From an optimization exercise on the open Yosys and OpenROAD flow, aimed at small area; shortcuts taken in it are not production practice.
In this exercise RTL edits were held to simulation tests only and were not proved equivalent to the original.

## try-maple
## rgb_conv3x3_engine
module rgb_conv3x3_engine
#(
  parameter int DATA_WIDTH   = rgb_conv_pkg::DATA_WIDTH,
  parameter int WEIGHT_WIDTH = rgb_conv_pkg::WEIGHT_WIDTH,
  parameter int ACC_WIDTH    = rgb_conv_pkg::ACC_WIDTH,
  parameter int IMAGE_SIZE   = 224
) (
  input  logic                         clk,
  input  logic                         rst,
  input  logic                         col_valid,
  input  logic [3*DATA_WIDTH-1:0]      col_r,
  input  logic [3*DATA_WIDTH-1:0]      col_g,
  input  logic [3*DATA_WIDTH-1:0]      col_b,
  input  logic                         wt_we,
  input  logic [4:0]                   wt_addr,
  input  logic [ACC_WIDTH-1:0]         wt_data,
  output logic signed [ACC_WIDTH-1:0]  conv_out,
  output logic                         conv_valid,
  output logic [7:0]                   out_row,
  output logic [7:0]                   out_col,
  output logic                         frame_done
);
  localparam logic [7:0] LAST_COL = 8'(IMAGE_SIZE - 1);
  localparam logic [7:0] LAST_OUT = 8'(IMAGE_SIZE - 3);
  ...
Size: about 4500 cells after synthesis, about 520 flip-flops, ~150 I/O pins, about 59000 µm² of cells after synthesis.
export LEC_CHECK = 0
export CAP_MARGIN = 20
export CORE_MARGIN = 2
export CORE_UTILIZATION = 70
export PLACE_DENSITY = 0.8
export SLEW_MARGIN = 20
export SYNTH_HIERARCHICAL = 1
export SYNTH_MINIMUM_KEEP_SIZE = 0
create_clock -name core_clock -period 10.0 [get_ports {clk}]
standard.sh (not shown) runs the stock make flow with config.mk's settings and CLKGATE_MAP_FILE= SYNTH_SCRIPT=/design/flow/synth_recipe.tcl, a recipe that flattens the netlist after the stock synthesis.
==> flow/flow/run.sh <==
#!/bin/bash
set -euo pipefail
export BUFFER_PORTS_ARGS="-buffer_cell sky130_fd_sc_hd__buf_1"
export CTS_ARGS="-sink_clustering_enable -repair_clock_nets -dont_use_dummy_load -buf_list sky130_fd_sc_hd__clkbuf_16 -sink_clustering_size 25 -sink_clustering_max_diameter 120"
bash standard.sh > flow_make.log 2>&1
try-maple: all stages complete, timing, DRC and antenna checks passed
Setup changes, try-maple to try-willow
==> flow/flow/run.sh <==
#!/bin/bash
set -euo pipefail
export BUFFER_PORTS_ARGS="-buffer_cell sky130_fd_sc_hd__buf_1"
export CTS_ARGS="-sink_clustering_enable -repair_clock_nets -dont_use_dummy_load -buf_list sky130_fd_sc_hd__clkbuf_8 -sink_clustering_size 14 -sink_clustering_max_diameter 80"
bash standard.sh > flow_make.log 2>&1
diff --git a/flow/config.mk b/flow/config.mk
--- a/flow/config.mk
+++ b/flow/config.mk
@@ -8,6 +8,6 @@
 export CAP_MARGIN = 20
 export CORE_MARGIN = 2
-export CORE_UTILIZATION = 70
-export PLACE_DENSITY = 0.8
+export CORE_UTILIZATION = 80
+export PLACE_DENSITY = 0.88
 export SLEW_MARGIN = 20
 export SYNTH_HIERARCHICAL = 1
Findings:
try-willow against try-maple: post-synthesis to final-layout area growth saw a decrease; effective utilization at floorplan +10 points; pre-CTS setup slack rose by 70 ps.
On register-to-register setup slack, the higher figure sits with try-maple, not try-willow.
Relative to try-maple, arrival time of data at the critical path endpoint has gone up in try-willow.
Lower number of diodes added for antenna fixing among try-maple and try-willow: try-willow
The die height in try-willow is 0.936 times that in try-maple.
Routability-driven placement congestion ratio (higher): try-willow
Going from try-maple to try-willow, final critical delay including setup and external delays grows by 320 ps.
diff inputs: try-willow => try-ember
diff --git a/flow/config.mk b/flow/config.mk
--- a/flow/config.mk
+++ b/flow/config.mk
@@ -8,6 +8,6 @@
 export CAP_MARGIN = 20
 export CORE_MARGIN = 2
-export CORE_UTILIZATION = 80
-export PLACE_DENSITY = 0.88
+export CORE_UTILIZATION = 45
+export PLACE_DENSITY = 0.6
 export SLEW_MARGIN = 20
 export SYNTH_HIERARCHICAL = 1
### Flow results
Going from try-willow to try-ember, the endpoint arrival time on the critical path was found to have gone down by 160 ps. HPWL after detailed placement ends up higher on try-ember. Diff try-willow -> try-ember: global-route usage saw a decrease, sum of routed wire length over all layers went up.
## Diff of input files: try-harbor against try-ember
diff --git a/flow/config.mk b/flow/config.mk
--- a/flow/config.mk
+++ b/flow/config.mk
@@ -8,6 +8,6 @@
 export CAP_MARGIN = 20
 export CORE_MARGIN = 2
-export CORE_UTILIZATION = 45
-export PLACE_DENSITY = 0.6
+export CORE_UTILIZATION = 70
+export PLACE_DENSITY = 0.8
 export SLEW_MARGIN = 20
 export SYNTH_HIERARCHICAL = 1
==> comparison <==
On try-harbor: design area is 1.5% lower than what try-ember gave.
Per the comparison of try-harbor with try-ember, core utilization rose 25 points, required time of the critical path rose by 80 ps.
The total wirelength of the detailed-routed design in try-harbor was lower than what try-ember gave.

run 1:
Another version of the RTL of rgb_conv3x3_engine (not shown whole).
Size in the first run: about 4,500 cells after synthesis, roughly 59,000 um2 of cells after synthesis.
export LEC_CHECK = 0
export CAP_MARGIN = 20
export CORE_MARGIN = 2
export CORE_UTILIZATION = 60
export PLACE_DENSITY = 0.7
export SLEW_MARGIN = 20
export SYNTH_HIERARCHICAL = 1
export SYNTH_MINIMUM_KEEP_SIZE = 0
create_clock -name core_clock -period 10.0 [get_ports {clk}]
==> flow/flow/run.sh <==
#!/bin/bash
set -euo pipefail
export BUFFER_PORTS_ARGS="-buffer_cell sky130_fd_sc_hd__buf_1"
export CTS_ARGS="-sink_clustering_enable -repair_clock_nets -dont_use_dummy_load -buf_list sky130_fd_sc_hd__clkbuf_8 -sink_clustering_size 14 -sink_clustering_max_diameter 80"
bash standard.sh > flow_make.log 2>&1
Looking at the reports, run 1 completed the entire flow and the layout it produced met the timing, design-rule and antenna checks.
#### Input delta (run 2 over run 1)
- changing PLACE_DENSITY from 0.7 to 0.6
- changing CORE_UTILIZATION from 60 to 45
==> flow/flow/run.sh <==
#!/bin/bash
set -euo pipefail
export BUFFER_PORTS_ARGS="-buffer_cell sky130_fd_sc_hd__buf_1"
export CTS_ARGS="-sink_clustering_enable -repair_clock_nets -dont_use_dummy_load -buf_list sky130_fd_sc_hd__clkbuf_8 -sink_clustering_size 12 -sink_clustering_max_diameter 70"
bash standard.sh > flow_make.log 2>&1
### Flow results
Each of the runs, namely run 1 and run 2, reached the end of the flow and came out clean.
A termination of the worst setup path of cs_q[13] is what run 1 shows, while cs_q[15] belongs to run 2.
Run 2 vs run 1 — achievable frequency rose 0.0016 GHz.
From run 1 to run 2 the numbers moved as follows: post-synth design cell area held, fraction of layout instances using a drive strength above 1 dropped 0.39 points, die area +33,000 um2, synthesized cell count saw little to no change.
> inputs changed (run 2 -> run 3)
- PLACE_DENSITY changed from 0.6 to 0.8
- CORE_UTILIZATION changed from 45 to 70
==> flow/flow/run.sh <==
#!/bin/bash
set -euo pipefail
export BUFFER_PORTS_ARGS="-buffer_cell sky130_fd_sc_hd__buf_1"
export CTS_ARGS="-sink_clustering_enable -repair_clock_nets -dont_use_dummy_load -buf_list sky130_fd_sc_hd__clkbuf_8 -sink_clustering_size 14 -sink_clustering_max_diameter 80"
bash standard.sh > flow_make.log 2>&1
### Flow results
- Looking at detailed-route wire length, run 3 sits about 15% below run 2.
- Run 3 against run 2: global placement routability congestion went up by 8.1%; sequential share of layout area grew by 0.43 points; cell area -1.8%; register-to-register slack dropped 80 ps; via density per instance now larger.
- Diff run 2 -> run 3: hold slack held.
Relative to run 3, the following input files were edited for run 4:
- changing CORE_UTILIZATION from 70 to 45
- changing PLACE_DENSITY from 0.8 to 0.6
==> flow/run.sh (new file) <==
#!/bin/bash
# synth_recipe.tcl (not shown) runs the flow's synth.tcl, then flattens the netlist and writes it again
# the make line also repeats each setting of config.mk as NAME=value (left out here)
make -C /OpenROAD-flow-scripts/flow DESIGN_CONFIG=/design/flow/config.mk WORK_HOME=/design/flow/orfs CLKGATE_MAP_FILE= SYNTH_SCRIPT=/design/flow/synth_recipe.tcl finish
removed: flow/flow/run.sh
removed: flow/standard.sh
==> comparison <==
As far as post-route clock period utilization is concerned, run 4 and run 3 perform about the same. Higher final RePlAce weighted congestion goes to run 3 over run 4. Run 4 ends up with a clock latency on the worst-skew pair that is 50 ps lower than in run 3. Run 3 → run 4: total die area increased by about 55% relative to the old numbers; hold buffer count at cts barely changed. [compare] base=run 3 new=run 4: first-pass GRT wire length moved up, count of placed standard cells including taps has increased, actual slew at the worst max-slew pin lost 100 ps, vias per cell fell about 14%.
The following lists how run 5 was set up differently from run 4:
- ABC_AREA: unset -> 1
==> flow/flow/run.sh (new file) <==
#!/bin/bash
set -euo pipefail
export BUFFER_PORTS_ARGS="-buffer_cell sky130_fd_sc_hd__buf_1"
export CTS_ARGS="-sink_clustering_enable -repair_clock_nets -dont_use_dummy_load -buf_list sky130_fd_sc_hd__clkbuf_8 -sink_clustering_size 14 -sink_clustering_max_diameter 80"
bash standard.sh > flow_make.log 2>&1
==> flow/standard.sh (new file) <==
#!/bin/bash
# synth_recipe.tcl (not shown) runs the flow's synth.tcl, then flattens the netlist and writes it again
# the make line also repeats each setting of config.mk as NAME=value (left out here)
make -C /OpenROAD-flow-scripts/flow DESIGN_CONFIG=/design/flow/config.mk WORK_HOME=/design/flow/orfs CLKGATE_MAP_FILE= SYNTH_SCRIPT=/design/flow/synth_recipe.tcl "${@:-finish}"
removed: flow/run.sh
Results
- Taking run 4 as the reference point, the worst setup slack of run 5 falls by 4.8 ps.
- Starting DRC count in detailed routing was higher in run 5 than in run 4.
- Cmp run 4 and run 5 / clock period minus worst slack / lower: run 4
- Taking run 4 as the reference, in run 5 detailed-route via count went up about 1.5%, placeable core area climbed 6500 um2, wire length reported by the detailed router dropped 20,000 um.

==> port drivers added, routing unchanged <==
Ports are ideal in the flow. The routed layouts listed here were re-timed in OpenROAD. Step 1: set_driving_cell puts a clkbuf_16 on clk and a buf_2 on each other input, an assumption about the parent block. Step 2, shift: input delay + t, output delay - t, t = (earliest + latest rising clock arrival at the registers) / 2. This alone moves slack from input paths to output paths. Slacks: ideal / step 1 / step 2; pairs: ideal / step 1.
run	t (ns)	slack for setup (ns)	worst setup path after step 2	latest minus earliest clock arrival (ns)	worst slew at a driven data input, ns
try-maple	0.730	1.403 / 1.403 / 1.006	input to register	0.065 / 0.065	0.12
try-willow	0.781	1.080 / 1.080 / 0.990	input to register	0.107 / 0.107	0.13
try-ember	0.810	1.302 / 1.302 / 0.805	input to register	0.174 / 0.173	0.13
try-harbor	0.871	1.344 / 1.344 / 1.003	input to register	0.131 / 0.131	0.14
run 1	0.834	1.212 / 1.212 / 0.687	input to register	0.140 / 0.140	0.16
run 2	0.839	1.333 / 1.333 / 0.914	input to register	0.161 / 0.162	0.13
run 3	0.831	1.248 / 1.248 / 1.089	input to register	0.110 / 0.110	0.16
run 4	0.804	1.241 / 1.241 / 0.613	input to register	0.077 / 0.077	0.13
run 5	0.836	1.237 / 1.237 / 0.851	input to register	0.151 / 0.151	0.07
After both steps setup and hold are still met in every run listed. For run 4, which loses most, drivers alone change the setup slack by 0.000 ns; drivers and shift together by -0.628 ns.
